Source: an optimization exercise on an open RTL-to-GDS flow (aim: small area and few clock cycles per item). Production flows keep margins and buffers that such runs may drop.
At most, simulation tests tie the RTL to the original design; equivalence was not proved.
The RTL of run 2 was laid out without a check of its function.
Power and IR drop assume default switching activity.

===== design/flow/flow/run.sh =====
#!/bin/bash
# The standard layout (standard.sh), with these changes to how it is made:
#  - synthesis maps with an area-recovering ABC script (flow/synth.tcl,
#    flow/map.abc) in place of ORFS's speed script; everything else in
#    the standard flow's synthesis is unchanged;
#  - the input and output port buffers are sky130_fd_sc_hd__buf_1 instead of
#    the delay buffer the default picks;
#  - the resizer aims for a small positive setup slack.
set -euo pipefail
work=$(pwd)
bash standard.sh \
    SYNTH_SCRIPT="$work/flow/synth.tcl" \
    MY_WORK="$work" \
    MY_ABC_SCRIPT="$work/flow/map.abc" \
    BUFFER_PORTS_ARGS="-buffer_cell sky130_fd_sc_hd__buf_1" \
    SETUP_SLACK_MARGIN=0.12 \
    finish > make_finish.log 2>&1

===== design/flow/flow/map.abc =====
strash
dch -f
map -a
strash
dch -f
map -a
topo
stime -c
buffer -c
upsize -c -D 3500
dnsize -c -D 3500

===== design/flow/flow/synth.tcl =====
# The standard flow's synthesis script, with ABC run on an area-oriented script
# (flow/area.abc) in place of ORFS's speed script; timing is left to the
# resizer later in the flow.
proc abc {args} {
  set i [lsearch -exact $args -script]
  if {$i >= 0} { lset args [expr {$i + 1}] $::env(MY_ABC_SCRIPT) }
  yosys abc {*}$args
}
source $::env(MY_WORK)/synth_recipe.tcl

===== design/flow/standard.sh =====
#!/bin/bash
# synth_recipe.tcl (not shown) runs the flow's synth.tcl, then flattens the netlist and writes it again
# the make line also repeats each setting of config.mk as NAME=value (left out here)
make -C /OpenROAD-flow-scripts/flow DESIGN_CONFIG=/design/flow/config.mk WORK_HOME=/design/flow/orfs CLKGATE_MAP_FILE= SYNTH_SCRIPT=/design/flow/synth_recipe.tcl "${@:-finish}"

===== design/flow/config.mk =====
export PLATFORM = sky130hd
export DESIGN_NAME = mips_subset_decode_execute_top
export DESIGN_NICKNAME = mips_subset_decode_execute_top
export VERILOG_FILES = /design/flow/design.v
export SDC_FILE = /design/flow/constraint.sdc
export NUM_CORES = 4
export LEC_CHECK = 0
export CAP_MARGIN = 20
export CORE_MARGIN = 2
export CORE_UTILIZATION = 40
export GPL_TIMING_DRIVEN = 0
export SLEW_MARGIN = 20

===== design/flow/constraint.sdc =====
create_clock -name core_clock -period 5.0 [get_ports {i_clk}]
set_input_delay 1.0000 -clock core_clock [delete_from_list [all_inputs] [get_ports {i_clk}]]
set_output_delay 1.0000 -clock core_clock [all_outputs]
set_load 0.01 [all_outputs]

===== design/flow/design.v =====
package msde_pkg;
    localparam int unsigned PC_W = 10;
endpackage
module mips_subset_decode_execute_top (
    input  logic                      i_clk,
    input  logic                      i_rst_n,
    input  logic                      i_valid,
    output logic                      o_stall,
    input  logic [31:0]               i_instruction,
    input  logic [msde_pkg::PC_W-1:0] i_pc,
    input  logic [31:0]               i_rs_value,
    input  logic [31:0]               i_rt_value,
    output logic                      o_valid,
    input  logic                      i_stall,
    output logic [31:0]               o_result,
    output logic [4:0]                o_dest_reg,
    output logic                      o_reg_write,
    output logic                      o_mem_read,
    output logic                      o_mem_write,
    output logic [31:0]               o_store_data,
    output logic [msde_pkg::PC_W-1:0] o_next_pc,
    output logic                      o_syscall_request,
    output logic [1:0]                o_status
);
    localparam int unsigned PW = msde_pkg::PC_W;
    logic en;
    logic          r_valid;
    logic [31:0]   r_result, r_store_data;
    logic [4:0]    r_dest_reg;
    logic [2:0]    r_kind;
    logic [PW-1:0] r_next_pc;
    assign en      = ~r_valid | ~i_stall;
    assign o_stall = ~en;
    logic [5:0]  op, fn;
    logic [31:0] a, b, simm;
    assign op   = i_instruction[31:26];
    assign fn   = i_instruction[5:0];
    assign a    = i_rs_value;
    assign b    = i_rt_value;
    assign simm = {{16{i_instruction[15]}}, i_instruction[15:0]};
    logic rtype;
    logic f_add, f_sub, f_and, f_or, f_xor, f_nor, f_slt, f_sll, f_srl, f_sra, f_sys, f_jr;
    logic o_addi, o_andi, o_ori, o_xori, o_slti, o_lui, o_lw, o_sw, o_beq, o_bne, o_j, o_jal;
    assign rtype  = (op == 6'd0);
    assign f_add  = rtype & (fn == 6'd32);
    assign f_sub  = rtype & (fn == 6'd34);
    assign f_and  = rtype & (fn == 6'd36);
    assign f_or   = rtype & (fn == 6'd37);
    assign f_xor  = rtype & (fn == 6'd38);
    assign f_nor  = rtype & (fn == 6'd39);
    assign f_slt  = rtype & (fn == 6'd42);
    assign f_sll  = rtype & (fn == 6'd0);
    assign f_srl  = rtype & (fn == 6'd2);
    assign f_sra  = rtype & (fn == 6'd3);
    assign f_sys  = rtype & (fn == 6'd12);
    assign f_jr   = rtype & (fn == 6'd8);
    assign o_addi = (op == 6'd8);
    assign o_slti = (op == 6'd10);
    assign o_andi = (op == 6'd12);
    assign o_ori  = (op == 6'd13);
    assign o_xori = (op == 6'd14);
    assign o_lui  = (op == 6'd15);
    assign o_lw   = (op == 6'd35);
    assign o_sw   = (op == 6'd43);
    assign o_beq  = (op == 6'd4);
    assign o_bne  = (op == 6'd5);
    assign o_j    = (op == 6'd2);
    assign o_jal  = (op == 6'd3);
    logic r_alu, i_alu, legal;
    assign r_alu = f_add | f_sub | f_and | f_or | f_xor | f_nor | f_slt | f_sll | f_srl | f_sra;
    assign i_alu = o_addi | o_andi | o_ori | o_xori | o_slti | o_lui | o_lw;
    assign legal = r_alu | f_sys | f_jr | i_alu | o_sw | o_beq | o_bne | o_j | o_jal;
    logic        use_b, sub;
    logic [31:0] y, yb, g, p, sum;
    logic [32:0] c;
    assign use_b = ~op[5] & ~op[4] & ~op[3];
    assign sub   = rtype ? (fn[1] & ~fn[2]) : (~op[5] & (~op[3] | (op[1] & ~op[2])));
    assign y     = use_b ? b : simm;
    assign yb    = y ^ {32{sub}};
    assign g     = a & yb;
    assign p     = a ^ yb;
    logic [32:0] pg_g [0:5];
    logic [32:0] pg_p [0:5];
    assign pg_g[0] = {g, sub};
    assign pg_p[0] = {p, 1'b0};
    for (genvar l = 0; l < 5; l++) begin : g_lvl
        for (genvar i = 0; i < 33; i++) begin : g_bit
            if (((i >> l) & 1) == 1) begin : g_op
                localparam int J = ((i >> l) << l) - 1;
                assign pg_g[l+1][i] = pg_g[l][i] | (pg_p[l][i] & pg_g[l][J]);
                assign pg_p[l+1][i] = pg_p[l][i] & pg_p[l][J];
            end else begin : g_pass
                assign pg_g[l+1][i] = pg_g[l][i];
                assign pg_p[l+1][i] = pg_p[l][i];
            end
        end
    end
    assign c   = pg_g[5];
    assign sum = p ^ c[31:0];
    logic lt, eq;
    assign lt = p[31] ? sum[31] : a[31];
    assign eq = &p;
    logic [31:0] b_rev, sh_in, sh_out, sh_rev;
    logic [4:0]  sh;
    assign sh = i_instruction[10:6];
    always_comb for (int i = 0; i < 32; i++) b_rev[i] = b[31 - i];
    assign sh_in  = fn[1] ? b : b_rev;
    assign sh_out = 32'($signed({fn[0] & b[31], sh_in}) >>> sh);
    always_comb for (int i = 0; i < 32; i++) sh_rev[i] = sh_out[31 - i];
    logic s_sum, s_shr, s_or, s_and, s_xor, s_nor, s_slt;
    assign s_sum = f_add | f_sub | o_addi | o_lw | o_sw | o_beq | o_bne;
    assign s_shr = f_srl | f_sra;
    assign s_and = f_and | o_andi;
    assign s_or  = f_or | o_ori;
    assign s_xor = f_xor | o_xori;
    assign s_nor = f_nor;
    assign s_slt = f_slt | o_slti;
    logic [PW:0] link;
    assign link = {1'b0, i_pc} + (PW+1)'(2);
    logic l00, l01, l10;
    assign l00 = s_nor;
    assign l01 = s_or | s_xor | s_sum;
    assign l10 = s_and | s_or;
    logic [31:0] alu;
    always_comb for (int i = 0; i < 32; i++)
        alu[i] = (p[i] ? l01 : g[i] ? l10 : l00) ^ (s_sum & c[i]);
    logic [31:0] res;
    always_comb begin
        res = alu
            | ({32{s_shr}} & sh_out)
            | ({32{f_sll}} & sh_rev)
            | ({32{o_lui}} & {i_instruction[15:0], 16'h0})
            | ({32{o_jal}} & {21'd0, link});
        res[0] = res[0] | (s_slt & lt);
    end
    logic          jump, jfar, jok, taken;
    logic [PW-1:0] jtgt, seq_pc, br_pc;
    assign jump   = f_jr | o_j | o_jal;
    assign jtgt   = f_jr ? a[PW-1:0] : i_instruction[PW-1:0];
    assign jfar   = f_jr ? |a[31:PW] : |i_instruction[25:PW];
    assign jok    = jump & ~jfar;
    assign taken  = (o_beq & eq) | (o_bne & ~eq);
    assign seq_pc = i_pc + PW'(1);
    assign br_pc  = i_pc + PW'(1) + i_instruction[PW-1:0];
    logic [PW-1:0] n_next_pc;
    logic [4:0]    n_dest_reg;
    assign n_next_pc  = taken ? br_pc : jok ? jtgt : seq_pc;
    assign n_dest_reg = r_alu ? i_instruction[15:11] :
                        i_alu ? i_instruction[20:16] :
                        o_jal ? 5'd31 : 5'd0;
    logic       n_rw, n_ill, n_far;
    logic [2:0] n_kind;
    assign n_rw   = r_alu | i_alu | (o_jal & ~jfar);
    assign n_ill  = ~legal;
    assign n_far  = jump & jfar;
    assign n_kind = {f_sys | n_ill | n_far, o_lw | o_sw | n_far, n_rw | n_ill};
    always_ff @(posedge i_clk) begin
        if (!i_rst_n) begin
            r_valid <= 1'b0;
        end else if (en) begin
            r_valid <= i_valid;
        end
        if (en) begin
            r_result     <= res;
            r_dest_reg   <= n_dest_reg;
            r_kind       <= n_kind;
            r_store_data <= b;
            r_next_pc    <= n_next_pc;
        end
    end
    assign o_valid           = r_valid;
    assign o_result          = r_result;
    assign o_dest_reg        = r_dest_reg;
    assign o_reg_write       = ~r_kind[2] & r_kind[0];
    assign o_mem_read        = ~r_kind[2] & r_kind[1] & r_kind[0];
    assign o_mem_write       = ~r_kind[2] & r_kind[1] & ~r_kind[0];
    assign o_store_data      = r_store_data;
    assign o_next_pc         = r_next_pc;
    assign o_syscall_request = r_kind[2] & ~r_kind[1] & ~r_kind[0];
    assign o_status          = {r_kind[2] & r_kind[1], r_kind[2] & r_kind[0]};
endmodule

==> out/qor.json, run 1 <==
{
  "status": {"value": "complete, no violations"},
  "crit_buf_inv": {"value": 5},
  "clock_tree_from_tritoncts": {"value": "yes"},
  "grt_overflow": {"value": 0},
  "syn2layout_area_growth": {"value": 22.6, "unit": "%"},
  "max-clock-path-buffers": {"value": 2},
  "largest_net_degree_at_the_start_of_global_routing": {"value": 45},
  "drt_pre_antenna_iters": {"value": 5},
  "critical_path_required": {"value": 5.07, "unit": "ns"},
  "path_class": {"value": "in2reg"},
  "setup_violations": {"value": 0},
  "grt_pass1_vias": {"value": 9860},
  "min_delay_worst_endpoint": {"value": "r_valid"},
  "grt_util_all_layers": {"value": 0.339},
  "hold_start": {"value": "i_rst_n"},
  "holdCritPathClass": {"value": "in2reg"},
  "maxCapViolCount": {"value": 0},
  "ctsHtreeMaxLevel": {"value": 3},
  "postSynthRegisterBits": {"value": 83},
  "r2r-end": {"value": "r_result[14]"},
  "ff2ff_setup_slack": {"value": 3.56, "unit": "ns"},
  "worstHoldPathCells": {"value": 2},
  "largest_registers": {"value": "r_result (32), r_store_data (32), r_next_pc (10)"},
  "cts_buffers": {"value": 9},
  "syn_area_per_cell": {"value": 6.75, "unit": "µm²"},
  "post_synthesis_instance_area": {"value": 0.00884, "unit": "mm²"},
  "r2r_cells": {"value": 2},
  "worst_ir_drop_vdd": {"value": 0.126, "unit": "mV"},
  "slew_violations": {"value": 0},
  "crit_path_max_fanout": {"value": 8},
  "finalCritPeriodShare": {"value": 0.976},
  "yosys_warnings": {"value": 3},
  "path_common_cell": {"value": "sky130_fd_sc_hd__a21oi_2"},
  "ys_async_sr_fraction": {"value": 0},
  "setup.worst_path.start_class": {"value": "primary input"},
  "dieArea": {"value": 0.0233, "unit": "mm²"},
  "post_layout_nonfiller_instances": {"value": 1839},
  "endpoint_kind_of_the_worst_setup_timing_path": {"value": "flop"},
  "die_height": {"value": 153, "unit": "µm"},
  "drt-wirelength-per-cell": {"value": 22.4, "unit": "µm"},
  "detailroute.via_count": {"value": 10800},
  "synthCells": {"value": 1309},
  "detailed_place_hpwl": {"value": 33000, "unit": "µm"},
  "leakage": {"value": 4.35, "unit": "nW"},
  "initial_core_util": {"value": 0.406},
  "synth_edf_count": {"value": 82},
  "cts.hold.buffers_added": {"value": 0},
  "drive_gt1_frac": {"value": 0.0815},
  "finalWirelength": {"value": 41300, "unit": "µm"},
  "rsz0062_at_grt": {"value": "true"},
  "ys_types": {"value": 48},
  "finalSetupTns": {"value": 0, "unit": "ns"},
  "drc": {"value": 0},
  "timing.fmax": {"value": 205, "unit": "MHz"},
  "ys_seq_area_frac": {"value": 0.281},
  "reg2reg_from": {"value": "r_valid"},
  "worst_path_dominant_cell_family": {"value": "compound AO/OA/AOI/OAI gates"},
  "postSynthNetCount": {"value": 1463},
  "totalPowerFinal": {"value": 2.70, "unit": "mW"},
  "clk_pin_slew": {"value": 0.07, "unit": "ns"},
  "power_per_cell_area": {"value": 249, "unit": "mW/mm²"},
  "cts.root.buffer_cell": {"value": "sky130_fd_sc_hd__clkbuf_16"},
  "critical_path.slowest_cell": {"value": "sky130_fd_sc_hd__a221o_1"},
  "number_of_nets_with_antenna_violations_after_routing": {"value": 0},
  "insertedDiodeCount": {"value": 0},
  "fp.dieW": {"value": 153, "unit": "µm"},
  "synthFlopType": {"value": "sky130_fd_sc_hd__edfxtp_1"},
  "dpl.cell_count": {"value": 1783},
  "final.fill_count": {"value": 2407},
  "detailedRoute.firstIterationViolations": {"value": 1158},
  "layout_commonest_cell": {"value": "sky130_fd_sc_hd__nand2_1"},
  "final_net_count": {"value": 1708},
  "core_region_area": {"value": 0.0218, "unit": "mm²"},
  "avgViaCountPerCell": {"value": 5.88},
  "fin_worst_skew": {"value": 0.00803, "unit": "ns"},
  "gp_congestion": {"value": 1.05},
  "relSlewSlack": {"value": 0.405},
  "grt_first_pass_wirelength": {"value": 60100, "unit": "µm"},
  "finalCriticalPeriod": {"value": 4.88, "unit": "ns"},
  "clock_sinks": {"value": 83},
  "grt_antenna_before_repair": {"value": 0},
  "timing.final.hold_violations": {"value": 0},
  "crit_arrival": {"value": 4.95, "unit": "ns"},
  "number_of_cell_rows": {"value": 54},
  "tightestPinTransition": {"value": 0.889, "unit": "ns"},
  "clk-insertion-delay-late": {"value": 0.35, "unit": "ns"},
  "layout_common_cells": {"value": "251 x sky130_fd_sc_hd__nand2_1, 238 x sky130_fd_sc_hd__o21ai_0, 192 x sky130_fd_sc_hd__buf_1"},
  "slowest_delay": {"value": 0.36, "unit": "ns"},
  "io_pins": {"value": 197},
  "quantity_of_i_o_buffers_inserted_on_ports": {"value": 193}
}
## Yosys cell counts, drive strengths merged, types with 14 or more instances
master	number	area, µm²
a211oi	15	113
o22ai	19	119
xor2	17	149
nand4	14	87.6
o211ai	15	113
inv	136	510
o21ai	246	1230
nor3	16	80.1
edfxtp	82	2460
mux2i	15	150
a22oi	20	150
clkbuf	55	206
ha	43	538
nand2	256	961
nand3	28	140
nor2	121	454
a21oi	95	475
xnor2	36	315
## routing by layer
metal / GRT usage / up-vias / part of all wire
met4: 0.105 / 0 / 0.032
met5: 0 / - / 0
met3: 0.0509 / 79 / 0.082
met1: 0.462 / 5135 / 0.43
li1: - / 5069 / -
met2: 0.557 / 530 / 0.46
## stage by stage
step | setup slack, ns | utilization | area (µm²) | hold slack, ns
global placement | -1.51 | 0.456 | 9920 | 1.20
global route | 0.00423 | 0.498 | 10800 | 0.840
floorplan | 0.151 | - | 8840 | 1.10
finish | 0.119 | 0.498 | 10800 | 0.845
detailed placement | -1.42 | 0.457 | 9940 | 0.991
CTS | 0.120 | 0.480 | 10400 | 0.839
## kinds of logic after synthesis
logic type,Yosys count,synth area share
adder cells (fa/ha/maj),44,0.0631
AO/OA/AOI/OAI,456,0.292
XOR/XNOR,53,0.0525
AND/OR/NAND/NOR,449,0.205
multiplexers,15,0.0170
buffers and inverters,209,0.0889
flip-flops,83,0.281
## worst reg2reg max path, cell delays in order (launching register included)
cell and delay [ns]:
sky130_fd_sc_hd__dfxtp_1 0.34, sky130_fd_sc_hd__nand2_4 0.43, sky130_fd_sc_hd__buf_12 0.31
## timing repair
| action | in CTS | in global routing |
|---|---|---|
| resized for setup | 45 | 67 |
| pin swaps | 12 | 27 |
| setup buffers | 11 | 29 |
| endpoints found under the setup margin | 34 | 22 |
## final cells by class
type	count	area [µm²]	share of cell area
repair buffers	234	1070	0.0988
inverters	142	544	0.0502
well taps	280	350	0.0323
multi-input cells	1017	5780	0.534
plain buffers	67	330	0.0305
flip-flops and latches	83	2480	0.229
clock inverters	7	52.6	0.00485
clock buffers	9	225	0.0208
## power breakdown
group	leakage [nW]	internal [mW]	switching [mW]
combinational	3.33	0.386	0.764
sequential	0.887	0.870	0.0221
clock	0.141	0.342	0.315
## worst max path at each step
stage	from	cells past startpoint	to	slack, ns
2_1_floorplan	i_instruction[31]	25	r_result[31]	0.15
3_3_place_gp	i_instruction[31]	23	r_result[26]	-1.51
3_5_place_dp	i_instruction[31]	23	r_result[26]	-1.42
4_1_cts	i_instruction[31]	26	r_result[31]	0.12
5_1_grt	i_instruction[30]	26	r_result[31]	0.004
6_report	i_instruction[30]	26	r_result[31]	0.12
Testbench counts, summed over its fixed seeds: cycles 16,008, items 16,000.
==> run 2, diff against run 1 <==
--- a/design/flow/design.v
+++ b/design/flow/design.v
@@ -27,8 +27,9 @@
     logic          r_valid;
     logic [31:0]   r_result, r_store_data;
     logic [4:0]    r_dest_reg;
-    logic [2:0]    r_kind;
+    logic          r_reg_write, r_mem_read, r_mem_write, r_syscall;
     logic [PW-1:0] r_next_pc;
+    logic [1:0]    r_status;
     assign en      = ~r_valid | ~i_stall;
     assign o_stall = ~en;
     logic [5:0]  op, fn;
@@ -117,16 +118,13 @@
     assign s_slt = f_slt | o_slti;
     logic [PW:0] link;
     assign link = {1'b0, i_pc} + (PW+1)'(2);
-    logic l00, l01, l10;
-    assign l00 = s_nor;
-    assign l01 = s_or | s_xor | s_sum;
-    assign l10 = s_and | s_or;
-    logic [31:0] alu;
-    always_comb for (int i = 0; i < 32; i++)
-        alu[i] = (p[i] ? l01 : g[i] ? l10 : l00) ^ (s_sum & c[i]);
     logic [31:0] res;
     always_comb begin
-        res = alu
+        res = ({32{s_sum}} & sum)
+            | ({32{s_and}} & g)
+            | ({32{s_or}}  & (g | p))
+            | ({32{s_xor}} & p)
+            | ({32{s_nor}} & ~(g | p))
             | ({32{s_shr}} & sh_out)
             | ({32{f_sll}} & sh_rev)
             | ({32{o_lui}} & {i_instruction[15:0], 16'h0})
@@ -148,12 +146,6 @@
     assign n_dest_reg = r_alu ? i_instruction[15:11] :
                         i_alu ? i_instruction[20:16] :
                         o_jal ? 5'd31 : 5'd0;
-    logic       n_rw, n_ill, n_far;
-    logic [2:0] n_kind;
-    assign n_rw   = r_alu | i_alu | (o_jal & ~jfar);
-    assign n_ill  = ~legal;
-    assign n_far  = jump & jfar;
-    assign n_kind = {f_sys | n_ill | n_far, o_lw | o_sw | n_far, n_rw | n_ill};
     always_ff @(posedge i_clk) begin
         if (!i_rst_n) begin
             r_valid <= 1'b0;
@@ -163,19 +155,23 @@
         if (en) begin
             r_result     <= res;
             r_dest_reg   <= n_dest_reg;
-            r_kind       <= n_kind;
+            r_reg_write  <= r_alu | i_alu | (o_jal & ~jfar);
+            r_mem_read   <= o_lw;
+            r_mem_write  <= o_sw;
             r_store_data <= b;
             r_next_pc    <= n_next_pc;
+            r_syscall    <= f_sys;
+            r_status     <= {jump & jfar, ~legal};
         end
     end
     assign o_valid           = r_valid;
     assign o_result          = r_result;
     assign o_dest_reg        = r_dest_reg;
-    assign o_reg_write       = ~r_kind[2] & r_kind[0];
-    assign o_mem_read        = ~r_kind[2] & r_kind[1] & r_kind[0];
-    assign o_mem_write       = ~r_kind[2] & r_kind[1] & ~r_kind[0];
+    assign o_reg_write       = r_reg_write;
+    assign o_mem_read        = r_mem_read;
+    assign o_mem_write       = r_mem_write;
     assign o_store_data      = r_store_data;
     assign o_next_pc         = r_next_pc;
-    assign o_syscall_request = r_kind[2] & ~r_kind[1] & ~r_kind[0];
-    assign o_status          = {r_kind[2] & r_kind[1], r_kind[2] & r_kind[0]};
+    assign o_syscall_request = r_syscall;
+    assign o_status          = r_status;
 endmodule
==> design/flow/flow/run.sh (replaced) <==
#!/bin/bash
# The standard layout (standard.sh), with these changes to how it is made:
#  - synthesis maps with an area-oriented ABC script (flow/synth.tcl,
#    flow/area.abc); everything else in the standard flow's synthesis is unchanged;
#  - the input and output port buffers are sky130_fd_sc_hd__buf_1 instead of
#    the delay buffer the default picks;
#  - the resizer aims for a small positive setup slack.
set -euo pipefail
work=$(pwd)
bash standard.sh \
    SYNTH_SCRIPT="$work/flow/synth.tcl" \
    MY_WORK="$work" \
    MY_ABC_SCRIPT="$work/flow/area.abc" \
    BUFFER_PORTS_ARGS="-buffer_cell sky130_fd_sc_hd__buf_1" \
    SETUP_SLACK_MARGIN=0.05 \
    finish > make_finish.log 2>&1
==> design/flow/flow/area.abc (new file) <==
strash
dch -f
amap
topo
--- a/design/flow/config.mk
+++ b/design/flow/config.mk
@@ -7,6 +7,5 @@
 export LEC_CHECK = 0
 export CAP_MARGIN = 20
 export CORE_MARGIN = 2
-export CORE_UTILIZATION = 40
-export GPL_TIMING_DRIVEN = 0
+export CORE_UTILIZATION = 65
 export SLEW_MARGIN = 20
removed: design/flow/flow/map.abc
==> run 2 against run 1 <==
  * The flow now stops in global routing
  * Synthesized cell count down 7.5%
  * Area after synthesis grew 4.8%
==> out/qor.json, run 2 <==
{
  "quantity_of_i_o_buffers_inserted_on_ports": {"value": 196},
  "post_synth_main_area_contributors": {"value": "sky130_fd_sc_hd__edfxtp_1 28%, sky130_fd_sc_hd__ha_1 10%, sky130_fd_sc_hd__nor2_1 7.6%"},
  "synth_edf_count": {"value": 85},
  "number_of_cell_rows": {"value": 43},
  "cts_buffers": {"value": 9},
  "clock_sinks": {"value": 86},
  "detailed_place_hpwl": {"value": 32500, "unit": "µm"},
  "netlist_top_cells_count": {"value": "188 x sky130_fd_sc_hd__nor2_1, 166 x sky130_fd_sc_hd__clkinv_1, 102 x sky130_fd_sc_hd__o21ai_0, 97 x sky130_fd_sc_hd__a21oi_1, 87 x sky130_fd_sc_hd__nand2_1"},
  "cts.hold.buffers_added": {"value": 0},
  "initial_core_util": {"value": 0.667},
  "ys_seq_area_frac": {"value": 0.278},
  "ys_async_sr_fraction": {"value": 0},
  "synth_top_cell_area_share": {"value": 0.275},
  "grt_util_all_layers": {"value": 0.895},
  "gp_congestion": {"value": 1.15},
  "die_height": {"value": 123, "unit": "µm"},
  "synthCells": {"value": 1211},
  "cts.root.buffer_cell": {"value": "sky130_fd_sc_hd__clkbuf_16"},
  "post_synthesis_instance_area": {"value": 0.00927, "unit": "mm²"},
  "synthFlopType": {"value": "sky130_fd_sc_hd__edfxtp_1"},
  "largest_net_degree_at_the_start_of_global_routing": {"value": 67},
  "status": {"value": "stopped before the end"},
  "ys_types": {"value": 44},
  "synth_area_leader_cell": {"value": "sky130_fd_sc_hd__edfxtp_1"},
  "grt_first_pass_wirelength": {"value": 104000, "unit": "µm"},
  "ctsHtreeMaxLevel": {"value": 3},
  "post-synth-top-count-cell": {"value": "sky130_fd_sc_hd__nor2_1"},
  "yosys_warnings": {"value": 3},
  "error_line": {"value": "[ERROR GRT-0116] Global routing finished with congestion. Check the congestion regions in the DRC Viewer."},
  "grt_overflow": {"value": 238},
  "failed_stage": {"value": "global routing"},
  "max-clock-path-buffers": {"value": 2},
  "dpl-instance-area": {"value": 0.0121, "unit": "mm²"},
  "postSynthRegisterBits": {"value": 86},
  "postSynthNetCount": {"value": 1401},
  "grt_pass1_vias": {"value": 17200},
  "syn_area_per_cell": {"value": 7.65, "unit": "µm²"},
  "io_pins": {"value": 197},
  "fp.dieW": {"value": 123, "unit": "µm"}
}
[run 2: cell count changes after synthesis, sizes merged, moves of 67 or more]
| cell | change |
|---|---|
| clkinv | +160 |
| inv | -136 |
| nand2 | -169 |
| nor2 | +67 |
| o21ai | -144 |
| o22a | +70 |
[run 2: cells by family after synthesis]
kind of cell             synth area share
adder cells (fa/ha/maj)             0.112
AND/OR/NAND/NOR                     0.179
flip-flops                          0.278
buffers and inverters              0.0673
AO/OA/AOI/OAI                       0.364
[run 2: how the worst max path moves through the flow]
stage                      start           end
3_3_place_gp   i_instruction[31]  r_result[31]
4_1_cts        i_instruction[31]  r_result[30]
3_5_place_dp   i_instruction[31]  r_result[30]
2_1_floorplan  i_instruction[31]  r_result[30]
[run 2: power groups by stage]
stage	sequential, mW	combinational [mW]	clock, mW
after floorplan	0.924	0.610	0
after global placement	0.889	1.18	0
after detailed placement	0.894	1.23	0
after CTS	0.879	1.42	0.730
[run 2: through the flow]
step | TNS, ns | setup WS [ns] | instances
4_1_cts | -5.22 | -0.517 | 1868
3_5_place_dp | -23.85 | -1.04 | 1806
3_3_place_gp | -19.67 | -0.892 | 1806
2_1_floorplan | -22.83 | -1.24 | 1211
[run 2: metal layers]
layer,GRT usage,GRT overflow
met5,0.552,0
met2,1.01,121
met1,0.871,7
met4,0.950,99
met3,0.790,11
[run 2: repair_timing]
action,4_1_cts
cloned,3
buffers inserted,43
pin swaps,42
endpoints found under the setup margin,36
resized for setup,138

[re-timing with driven ports]
In the flow no input, the clock included, has a driving cell. The finished layout below was timed again as built, in two steps. Step 1 sets driving cells, clkbuf_16 on the clock port and buf_2 on the other inputs (assumed; they add their load-dependent delay and slew). Step 2 moves the port delays by t, midway between the first and last clock arrival at a register: inputs arrive t later, outputs are due t later. That takes back most of the time a late clock gives input paths. Slacks: ideal / step 1 / step 2; pairs: ideal / step 1.
run: run 1
t (ns): 0.402
slack for setup (ns): 0.119 / 0.128 / -0.274
worst setup path at the end: input to register
worst slew at a driven data input, ns: 0.05
cell pins on the clock port's net: 1
Met with ideal ports but missed after step 2: setup timing in run 1. For run 1, drivers alone change the setup slack by +0.009 ns; drivers and shift together by -0.393 ns.
